What follows belongs to an exercise in optimizing a design on an open flow for small area, a short achievable clock period and few clock cycles per item; a production flow would make more cautious choices. In this exercise RTL edits were held to simulation tests only and were not proved equivalent to the original. Power figures rest on the tool's default switching activity, not on a simulated workload.

## try-ember
## mult_16x16
module mult_16x16 (
  input  logic        clk,
  input  logic        rst_n,
  input  logic        in_valid,
  output logic        in_ready,
  input  logic [15:0] in_a,
  input  logic [15:0] in_b,
  output logic        out_valid,
  input  logic        out_ready,
  output logic [31:0] out_product
);
Settings: LEC_CHECK=0, CAP_MARGIN=20, CORE_MARGIN=2, CORE_UTILIZATION=70, CTS_BUF_LIST=sky130_fd_sc_hd__clkbuf_4 sky130_fd_sc_hd__clkbuf_8, SETUP_SLACK_MARGIN=1.8, SLEW_MARGIN=20; clock period 4.0 ns.
standard.sh (not shown) runs the stock make flow with config.mk's settings and CLKGATE_MAP_FILE= SYNTH_SCRIPT=/design/flow/synth_recipe.tcl, a recipe that flattens the netlist after the stock synthesis.
==> flow/flow/run.sh <==
#!/bin/bash
# Own flow: the standard layout (standard.sh), with Yosys's synth run with -noabc so the
# pre-mapping "abc -fast" pass does not run before ORFS extracts full/half adders (it leaves
# the adders with inverted polarity and an inverter on most adder-to-adder nets). The rest of
# synthesis (-nofsm -noshare via synth_recipe.tcl, flatten, rename) and every later step are the
# standard ones. Each tool's output goes to a log file in the work folder.
set -euo pipefail
extra=()
if [[ -f flow/extra.mk ]]; then
  while read -r line; do [[ -n "$line" && "$line" != \#* ]] && extra+=("$line"); done < flow/extra.mk
fi
bash standard.sh SYNTH_ARGS=-noabc "${extra[@]}" finish > standard_flow.log 2>&1
Both conditions hold for try-ember: the flow ran to the end and the final layout passed the timing, design-rule and antenna checks.
Testbench counts of try-ember, summed over its fixed seeds: cycles 32,024, items 32,000.
Modified inputs, try-delta compared to try-ember
- changing SETUP_SLACK_MARGIN from 1.8 to 1.6
- setting GPL_ROUTABILITY_DRIVEN to 0 for the first time
==> flow/flow/extra.mk (new file) <==
BUFFER_PORTS_ARGS=-buffer_cell sky130_fd_sc_hd__buf_2
### Flow results
- Global-route usage is higher on try-ember
- Re detailed-route wire length on metal 1: try-delta is about 7% down on try-ember.
- Of try-ember and try-delta, the run reporting the higher synthesis-to-finish area growth was try-ember.
- try-delta vs try-ember: detail-routed net length per standard cell down by a little under 10%
The following lists how try-pepper was set up differently from try-delta:
- swapping 70 for 60 in CORE_UTILIZATION
- clearing GPL_ROUTABILITY_DRIVEN, which used to be 0
- clearing CTS_BUF_LIST, which used to be sky130_fd_sc_hd__clkbuf_4 sky130_fd_sc_hd__clkbuf_8
removed: flow/flow/extra.mk
Notes after the runs:
Fmax: try-pepper higher than try-delta. When try-pepper is set beside try-delta, its clock-cell share of area turns out to be 1.1 points larger. try-pepper has layout net count above what try-delta had. try-pepper against try-delta; number of vias per cell is down by a few percent. Internal power consumption up about 8% in try-pepper wrt try-delta. Summary — count of clock-buffer cells in the layout, try-pepper relative to try-delta: higher, by 1. Cell area | try-pepper vs try-delta | try-pepper larger.
Inputs modified between try-pepper and try-xenon:
- a change of CORE_UTILIZATION from 60 to 70
- an added CTS_BUF_LIST of sky130_fd_sc_hd__clkbuf_4 sky130_fd_sc_hd__clkbuf_8
- a change of SETUP_SLACK_MARGIN from 1.6 to 1.4
Findings:
- Against try-pepper, try-xenon reports a routed length on met3 that is higher.
- Cmp try-xenon vs try-pepper: part of the power in combinational logic higher in try-xenon
- Looking at fmax across try-xenon and try-pepper, the one that comes out lower is try-xenon.
- In the floorplan summary, try-xenon is listed with a die area less than that of try-pepper.
- Against try-pepper, via total after detailed routing in try-xenon came out worse.

mult_16x16 again, from the RTL that the note above started with.
==> flow/config.mk <==
export PLATFORM = sky130hd
export DESIGN_NAME = mult_16x16
export DESIGN_NICKNAME = mult_16x16
export VERILOG_FILES = /design/flow/design.v
export SDC_FILE = /design/flow/constraint.sdc
export NUM_CORES = 4
export LEC_CHECK = 0
export ABC_AREA = 1
export CAP_MARGIN = 20
export CORE_MARGIN = 2
export CORE_UTILIZATION = 60
export CTS_BUF_LIST = sky130_fd_sc_hd__clkbuf_4 sky130_fd_sc_hd__clkbuf_8
export SETUP_SLACK_MARGIN = 1.6
export SLEW_MARGIN = 20
==> flow/constraint.sdc <==
create_clock -name core_clock -period 4.0 [get_ports {clk}]
set_input_delay 0.8000 -clock core_clock [delete_from_list [all_inputs] [get_ports {clk}]]
set_output_delay 0.8000 -clock core_clock [all_outputs]
set_load 0.01 [all_outputs]
Scripts as last shown in full above: flow/flow/run.sh
Testbench counts at the start, summed over its fixed seeds: cycles 32,024, items 32,000.
Then changed:
==> flow/flow/extra.mk (new file) <==
ADDER_MAP_FILE=
ABC_AREA = unset   (was 1)
CORE_UTILIZATION = 70   (was 60)
Effect:
- The new run ran to the end with no violations
- clock skew is about the same
- utilization rises by 8.3 points
- critical path depth rises by 3
- global-route usage rises by 1.6 points
- count of clock-buffer cells in the layout rises by 1
Then changed:
CORE_UTILIZATION = 40   (was 70)
CTS_BUF_LIST = unset   (was sky130_fd_sc_hd__clkbuf_4 sky130_fd_sc_hd__clkbuf_8)
removed: flow/flow/extra.mk
Outcome:
- synthesized area fell by roughly a tenth
- setup slack is worse by 0.067 ns
- die area rose by well over a third
- via count fell by a quarter to a third
- non-clock buffer count fell by 34
- total power fell by a little under a tenth
- wire length fell by a few percent
- count of clock-buffer cells in the layout does not change
- utilization fell by 32 points
Then changed:
==> flow/flow/extra.mk (new file) <==
BUFFER_PORTS_ARGS=-buffer_cell sky130_fd_sc_hd__buf_2
CORE_UTILIZATION = 70   (was 40)
CTS_BUF_LIST = sky130_fd_sc_hd__clkbuf_4 sky130_fd_sc_hd__clkbuf_8   (was unset)
SETUP_SLACK_MARGIN = 1.7   (was 1.6)
=>
- final area drops by 7.4%
- total power rose by 1.4%
- cell count is lower by 18%
- sequential share of layout area goes up by 2.9 points
- core utilization went up by 31 points
Then changed:
SETUP_SLACK_MARGIN = 1.6   (was 1.7)
removed: flow/flow/extra.mk
After rerunning: Sequential share of layout area rose by 0.18 points. Cell area fell by about 0.45%. Die area is unchanged. Register-to-register slack improves by 0.04 ns. Cell count rose by 0.69%. Non-clock buffer count rose by 8. Sequential power hardly moves. Critical path depth stays the same. First-iteration DRC count rose by about 11%. Global-route usage rose by 0.15 points. Synthesized cell count stays the same.

==> separate check: timing with driven ports <==
How much do the figures lean on ideal ports? The routed layouts below were timed once more, with nothing changed but the port constraints.
Step 1 assumes that a clkbuf_16 drives the clock port and a buf_2 every other input.
Step 2 moves the port delays by t, midway between the first and last clock arrival at a register: inputs arrive t later, outputs are due t later. That takes back most of the time a late clock gives input paths.
Three values: no drivers, after step 1, after step 2; two values: the first two.
run	shift t [ns]	setup slack, ns	worst register clock-pin slew, ns	pins driven straight from the clock port
try-ember	0.499	1.462 / 1.462 / 1.123	0.11 / 0.11	1
try-delta	0.506	1.432 / 1.432 / 1.086	0.12 / 0.12	1
try-pepper	0.484	1.487 / 1.487 / 1.088	0.08 / 0.08	1
try-xenon	0.512	1.370 / 1.391 / 0.878	0.11 / 0.11	1
the first run of note 2	0.518	1.469 / 1.469 / 1.081	0.12 / 0.12	1
the second run of note 2	0.508	1.564 / 1.563 / 1.055	0.12 / 0.12	1
the third run of note 2	0.483	1.496 / 1.496 / 1.099	0.08 / 0.08	1
the fourth run of note 2	0.500	1.443 / 1.443 / 1.182	0.12 / 0.12	1
the fifth run of note 2	0.507	1.483 / 1.483 / 1.068	0.11 / 0.11	1
After both steps every run listed still meets setup and hold. For the second run of note 2, which loses most, drivers alone change the setup slack by -0.001 ns; drivers and shift together by -0.509 ns.
